Background: an optimization exercise with open tools, aiming at small area. Do not read the settings as production practice.
Function was checked by simulation only, so behaviour that the tests miss may differ from the original.
Power and IR drop assume default switching activity.

==> flow/design.v <==
package ibex_pkg;
  typedef struct packed {
    logic [63:0] cycle;
    logic [31:0] hart;
    logic [63:0] order;
    logic [31:0] pc;
    logic [31:0] next_pc;
    logic [31:0] insn;
    logic [1:0]  mode;
    logic        trap;
    logic        halt;
    logic        intr;
    logic        compressed;
    logic [4:0]  rd_addr;
    logic [31:0] rd_wdata;
    logic [31:0] mem_addr;
    logic [3:0]  mem_rmask;
    logic [3:0]  mem_wmask;
    logic [31:0] mem_data;
  } trace_rec_t;
  localparam int unsigned TraceRecW = 371;   
  typedef enum logic [1:0] {
    MEM_NONE  = 2'd0,
    MEM_READ  = 2'd1,
    MEM_WRITE = 2'd2
  } mem_kind_e;
  function automatic logic [1:0] mem_kind_of(input logic [3:0] rmask,
                                             input logic [3:0] wmask);
    if (wmask != 4'b0000) begin
      mem_kind_of = 2'd2;   
    end else if (rmask != 4'b0000) begin
      mem_kind_of = 2'd1;    
    end else begin
      mem_kind_of = 2'd0;    
    end
  endfunction
  function automatic logic is_compressed(input logic [31:0] insn);
    is_compressed = insn[1:0] != 2'b11;
  endfunction
endpackage
module ibex_trace_fifo #(
  parameter int unsigned Width = 32,
  parameter int unsigned Depth = 4
) (
  input  logic             clk_i,
  input  logic             rst_ni,
  input  logic             push_i,
  input  logic [Width-1:0] wdata_i,
  output logic             full_o,
  input  logic             pop_i,
  output logic             empty_o,
  output logic [Width-1:0] rdata_o
);
  localparam int unsigned AddrW = $clog2(Depth);
  localparam int unsigned PtrW  = AddrW + 1;
  logic [PtrW-1:0]  wr_ptr_q, wr_ptr_d;
  logic [PtrW-1:0]  rd_ptr_q, rd_ptr_d;
  logic [AddrW-1:0] wr_idx, rd_idx;
  logic             push_acc, pop_acc;
  logic [Width-1:0] mem_q [Depth];
  assign wr_idx  = wr_ptr_q[AddrW-1:0];
  assign rd_idx  = rd_ptr_q[AddrW-1:0];
  assign empty_o = (wr_ptr_q == rd_ptr_q);
  assign full_o  = (wr_ptr_q[AddrW] != rd_ptr_q[AddrW]) && (wr_idx == rd_idx);
  assign pop_acc  = pop_i & ~empty_o;
  assign push_acc = push_i & (~full_o | pop_acc);
  assign wr_ptr_d = wr_ptr_q + PtrW'(push_acc);
  assign rd_ptr_d = rd_ptr_q + PtrW'(pop_acc);
  always_ff @(posedge clk_i or negedge rst_ni) begin
    if (!rst_ni) begin
      wr_ptr_q <= '0;
      rd_ptr_q <= '0;
    end else begin
      wr_ptr_q <= wr_ptr_d;
      rd_ptr_q <= rd_ptr_d;
    end
  end
  always_ff @(posedge clk_i) begin
    if (push_acc) begin
      mem_q[wr_idx] <= wdata_i;
    end
  end
  assign rdata_o = mem_q[rd_idx];
endmodule
module ibex_rvfi_tracer #(
  parameter int unsigned Depth    = 4,
  parameter int unsigned DropCntW = 16
) (
  input  logic                clk_i,
  input  logic                rst_ni,
  input  logic [31:0]         hart_id_i,
  input  logic                rvfi_valid,
  input  logic [63:0]         rvfi_order,
  input  logic [31:0]         rvfi_insn,
  input  logic                rvfi_trap,
  input  logic                rvfi_halt,
  input  logic                rvfi_intr,
  input  logic [1:0]          rvfi_mode,
  input  logic [31:0]         rvfi_pc_rdata,
  input  logic [31:0]         rvfi_pc_wdata,
  input  logic [4:0]          rvfi_rd_addr,
  input  logic [31:0]         rvfi_rd_wdata,
  input  logic [31:0]         rvfi_mem_addr,
  input  logic [3:0]          rvfi_mem_rmask,
  input  logic [3:0]          rvfi_mem_wmask,
  input  logic [31:0]         rvfi_mem_rdata,
  input  logic [31:0]         rvfi_mem_wdata,
  output logic                trace_valid_o,
  input  logic                trace_ready_i,
  output logic [ibex_pkg::TraceRecW-1:0] trace_rec_o,
  output logic                order_err_o,
  output logic                overflow_o,
  output logic [DropCntW-1:0] drop_cnt_o,
  output logic [63:0]         retired_cnt_o
  );
  logic [31:0] wmask_bits, rmask_bits;
  logic [1:0]  mem_kind;
  ibex_pkg::trace_rec_t  rec_d;
  ibex_pkg::trace_rec_t  fifo_head;
  logic        fifo_full, fifo_empty;
  logic        pop, drop;
  logic [63:0]         cycle_q;
  logic [63:0]         retired_q;
  logic [DropCntW-1:0] drop_cnt_q;
  logic                overflow_q;
  logic                order_first_q;
  logic [63:0]         order_exp_q;
  logic                order_err_q;
  for (genvar gi = 0; gi < 4; gi++) begin : g_byte_mask
    assign wmask_bits[gi*8 +: 8] = {8{rvfi_mem_wmask[gi]}};
    assign rmask_bits[gi*8 +: 8] = {8{rvfi_mem_rmask[gi]}};
  end
  assign mem_kind = ibex_pkg::mem_kind_of(rvfi_mem_rmask, rvfi_mem_wmask);
  always_comb begin
    rec_d            = '0;
    rec_d.cycle      = cycle_q;
    rec_d.hart       = hart_id_i;
    rec_d.order      = rvfi_order;
    rec_d.pc         = rvfi_pc_rdata;
    rec_d.next_pc    = rvfi_pc_wdata;
    rec_d.insn       = rvfi_insn;
    rec_d.mode       = rvfi_mode;
    rec_d.trap       = rvfi_trap;
    rec_d.halt       = rvfi_halt;
    rec_d.intr       = rvfi_intr;
    rec_d.compressed = ibex_pkg::is_compressed(rvfi_insn);
    rec_d.mem_rmask  = rvfi_mem_rmask;
    rec_d.mem_wmask  = rvfi_mem_wmask;
    if (rvfi_rd_addr != 5'd0) begin
      rec_d.rd_addr  = rvfi_rd_addr;
      rec_d.rd_wdata = rvfi_rd_wdata;
    end
    unique case (mem_kind)
      ibex_pkg::MEM_WRITE: begin
        rec_d.mem_addr = rvfi_mem_addr;
        rec_d.mem_data = rvfi_mem_wdata & wmask_bits;
      end
      ibex_pkg::MEM_READ: begin
        rec_d.mem_addr = rvfi_mem_addr;
        rec_d.mem_data = rvfi_mem_rdata & rmask_bits;
      end
      default: ;
    endcase
  end
  assign trace_valid_o = ~fifo_empty;
  assign pop           = trace_valid_o & trace_ready_i;
  assign drop          = rvfi_valid & fifo_full & ~pop;
  ibex_trace_fifo #(
    .Width (ibex_pkg::TraceRecW),
    .Depth (Depth)
  ) u_fifo (
    .clk_i   (clk_i),
    .rst_ni  (rst_ni),
    .push_i  (rvfi_valid),
    .wdata_i (rec_d),
    .full_o  (fifo_full),
    .pop_i   (pop),
    .empty_o (fifo_empty),
    .rdata_o (fifo_head)
  );
  assign trace_rec_o = trace_valid_o ? fifo_head : '0;
  always_ff @(posedge clk_i or negedge rst_ni) begin
    if (!rst_ni) begin
      cycle_q    <= '0;
      retired_q  <= '0;
      drop_cnt_q <= '0;
      overflow_q <= 1'b0;
    end else begin
      cycle_q <= cycle_q + 64'd1;
      if (rvfi_valid) begin
        retired_q <= retired_q + 64'd1;
      end
      if (drop) begin
        overflow_q <= 1'b1;
        if (drop_cnt_q != {DropCntW{1'b1}}) begin
          drop_cnt_q <= drop_cnt_q + DropCntW'(1);
        end
      end
    end
  end
  always_ff @(posedge clk_i or negedge rst_ni) begin
    if (!rst_ni) begin
      order_first_q <= 1'b1;
      order_exp_q   <= '0;
      order_err_q   <= 1'b0;
    end else if (rvfi_valid) begin
      order_first_q <= 1'b0;
      order_exp_q   <= rvfi_order + 64'd1;
      if (!order_first_q && (rvfi_order != order_exp_q)) begin
        order_err_q <= 1'b1;
      end
    end
  end
  assign retired_cnt_o = retired_q;
  assign drop_cnt_o    = drop_cnt_q;
  assign overflow_o    = overflow_q;
  assign order_err_o   = order_err_q;
endmodule
==> flow/run.sh <==
#!/bin/bash
# synth_recipe.tcl (not shown) runs the flow's synth.tcl, then flattens the netlist and writes it again
# the make line also repeats each setting of config.mk as NAME=value (left out here)
make -C /OpenROAD-flow-scripts/flow DESIGN_CONFIG=/design/flow/config.mk WORK_HOME=/design/flow/orfs CLKGATE_MAP_FILE= SYNTH_SCRIPT=/design/flow/synth_recipe.tcl finish
==> flow/config.mk <==
export PLATFORM = sky130hd
export DESIGN_NAME = ibex_rvfi_tracer
export DESIGN_NICKNAME = ibex_rvfi_tracer
export VERILOG_FILES = /design/flow/design.v
export SDC_FILE = /design/flow/constraint.sdc
export NUM_CORES = 4
export LEC_CHECK = 0
export CAP_MARGIN = 20
export CORE_MARGIN = 2
export CORE_UTILIZATION = 40
export SLEW_MARGIN = 20
==> flow/constraint.sdc <==
create_clock -name core_clock -period 5.0 [get_ports {clk_i}]
set_input_delay 1.0000 -clock core_clock [delete_from_list [all_inputs] [get_ports {clk_i}]]
set_output_delay 1.0000 -clock core_clock [all_outputs]
set_load 0.01 [all_outputs]
==> results.toml <==
[status]
status = "complete, no violations"

[floorplanning]
start_util_pct = 40.1
die_w_um = 416
dieArea_um2 = 173000
ioPinCount = 796
core_area_um2 = 169000
dieHeight_um = 416
rows = 151

[critical_path]
path_delay_family = "buffers and inverters"
path_max_fanout = 105
end_kind = "output port"
worstPathArrival_ns = 3.47
crit_top_cell = "buf_12"
crit_slowest_cell = "dfrtp_4"
cp.buffers_inverters = 3
cp_cell_sequence = "xor2_1, nor3b_2, buf_12, buf_12, nor2b_1, clkdlybuf4s50_1"
cp-start-kind = "register"
worst_ep_required_time_ns = 4.00
critPathMaxStageDelay_ns = 0.57
worstSetupPathType = "register to output port"

[detailed_routing]
top_layer = "met5"
wl_met1_mm = 69.1
vias = 35996
dr_wl_met3_mm = 10.3
drc = 0
viasPerCell = 5.24
drt-initial-drc-count = 2370
wl_per_cell_um = 24.5
final_antenna_net_count = 0
routed_wl_mm = 168
wl_met2_mm = 84.2
firstDrtPassIters = 7

[clock_tree]
cts_resized = 0
cts_tree = "done"
root_buffer = "clkbuf_16"
hold_buffers = 0
clk_pin_slew_ns = 0.06
cts_inserted_buffers = 176
cts.path.max_buffers = 3
cts_max_level = 4
clkSinkCount = 1701
post-cts-setup-buffers = 0
clock_latency_ns = 0.81

[timing]
period_needed_ns = 4.47
final-setup-viol-count = 0
timing.fmax_mhz = 224
worst_slack_ns = 0.528
rsz0062_at_grt = "false"
tns_ns = 0
tightestPinTransition_ns = 1.17
relSlewSlack_pct = 22.3
finalClockSkew_ns = 0.0240
fin_hold_ws_ns = 0.168
slew_violations = 0
min_period_over_period_pct = 89.4
finalHoldViolations = 0

[yosys]
ys_seq_area_share_pct = 73.7
synth_cell_types = 45
synthesis.instances = 3610
synth.net_count = 3960
synth-seq-cells = 1701
dominantRegCellSynth = "edfxtp_1"
synth-edff-count = 1484
syn_avg_cell_area_um2 = 18.8
synthesis.area_um2 = 67800
synthArstFlopShare_pct = 12.8
ys_warn_count = 2

[cells_and_area]
mostFrequentLayoutCell = "edfxtp_1"
syn_to_final_growth_pct = 25.0
drive_gt1_share_pct = 16.2
nets = 4843
layout_common_cells = "edfxtp_1 (1484), clkdlybuf4s50_1 (793), nor2b_1 (406), mux4_2 (371), dfrtp_1 (214)"

[power]
max-vdd-ir-drop_mv = 0.505
p_leak_nw = 28.1
power_density_nw_per_um2 = 625

[placement]
place_congestion = 0.837
hpwl_mm = 108
port_buffers = 795
dp_slack_ns = 1.19

[grt]
overflow = 0
grt_pass1_vias = 37294
grt_start_max_net_pins = 137
antenna_found_initial = 27
grt_use_total_pct = 19.2
grt_pass1_wl_mm = 248

[hold_path]
hold_path_class = "input pin to asynchronous set/reset pin"

[flow_run]
drv_cap = 0
==> synth_stat cells, types with 3 or more instances <==
master | instances | area, um2
nor2_1 | 120 | 450
edfxtp_1 | 1484 | 44600
a31oi_1 | 23 | 144
nor4_2 | 9 | 113
a21oi_1 | 38 | 190
nor3_1 | 32 | 160
and4_1 | 17 | 149
nor2b_1 | 406 | 2540
mux2_2 | 3 | 33.8
nand3_1 | 71 | 355
ha_1 | 8 | 100
buf_1 | 24 | 90.1
xor2_1 | 81 | 709
or4_1 | 4 | 30.0
dfrtp_1 | 216 | 5410
and2_1 | 47 | 294
and3_1 | 21 | 131
inv_1 | 27 | 101
nand4_1 | 96 | 601
o21ai_1 | 19 | 95.1
mux4_2 | 371 | 8360
xnor2_1 | 166 | 1450
o21ai_0 | 3 | 15.0
buf_2 | 45 | 225
nor4_1 | 16 | 100
a22o_1 | 32 | 280
nor3_2 | 7 | 70.1
or3_1 | 25 | 156
nand2_1 | 71 | 267
clkbuf_1 | 108 | 405
==> final timing paths <==
check	to	startpoint	cells after the start	slack (ns)
worst max-delay path	trace_rec_o[121]	u_fifo.rd_ptr_q[0]	6	0.53
worst min-delay path	cycle_q[10]	rst_ni	1	0.17
max in group asynchronous	u_fifo.rd_ptr_q[0]	rst_ni	2	3.67
worst min register to register	order_first_q	order_first_q	2	0.45
worst max register to register	cycle_q[61]	cycle_q[29]	5	2.14
min in group core_clock	order_first_q	order_first_q	2	0.45
==> power by group <==
group	total [mW]	switching, mW	internal (mW)
Clock	13.3	5.45	7.80
Combinational	20.6	10.3	10.3
Sequential	19.1	0.628	18.5
==> layer usage <==
| metal | up-vias | GRT usage (%) |
|---|---|---|
| met5 | - | 0 |
| met4 | 28 | 5.85 |
| met3 | 243 | 4.87 |
| met2 | 965 | 32.1 |
| met1 | 18825 | 24.7 |
| li1 | 15935 | - |
==> sequential cells by signal, indices dropped and copies added (netlist names) <==
signal           flops
cycle_q             64
drop_cnt_q          16
order_err_q          1
order_exp_q         64
order_first_q        1
overflow_q           1
retired_q           64
u_fifo.mem_q      1484
u_fifo.rd_ptr_q      3
u_fifo.wr_ptr_q      3
==> cell families after synthesis <==
kind of cell	Yosys count	synth area share [%]
muxes	374	12.4
adders and majority gates	8	0.148
DFF	1701	73.7
xor gates and xnor gates	247	3.19
buffers and inverters	205	1.22
AOI/OAI and AO/OA	121	1.14
and+or+nand+nor	954	8.17
==> metrics by stage <==
step                util [%]  total power [mW]  cell area (um2)  std cells
floorplan                  -              30.4            67800       3610
global placement        46.7              40.4            78900       6533
detailed placement      46.7              40.5            78900       6533
CTS                     50.2              53.9            84800       6862
global route            50.2              55.3            84800       6865
finish                  50.2              53.0            84800       6866
==> layout make-up <==
class | count | area, um2
Antenna cell | 4 | 10.0
Clock buffer | 234 | 4760
Clock inverter | 95 | 1080
Fill cell | 13976 | 84100
Inverter | 27 | 101
Multi-Input combinational cell | 1704 | 17000
Sequential cell | 1701 | 50000
Tap cell | 2218 | 2780
Timing Repair Buffer | 883 | 9020

re-timing with driven ports:
The flow's constraints put no driver on any port. The routed layout listed below was extracted and timed again, unchanged, in two steps.
Step 1, drivers: a clkbuf_16 drives clk_i and a buf_2 each remaining input, both assumed.
Step 2 also shifts input and output timing later by t, the mid clock arrival at the registers, as if the neighbouring blocks saw the same clock.
Slacks: ideal / step 1 / step 2; pairs: ideal / step 1.
t, ns: 0.874
setup slack, ns: 0.528 / 0.452 / 1.121
worst hold slack (ns): 0.168 / 0.140 / 0.455
clock arrival spread, ns: 0.036 / 0.036
After both steps setup and hold are still met in this run. For this run, drivers alone change the setup slack by -0.076 ns; drivers and shift together by +0.593 ns.
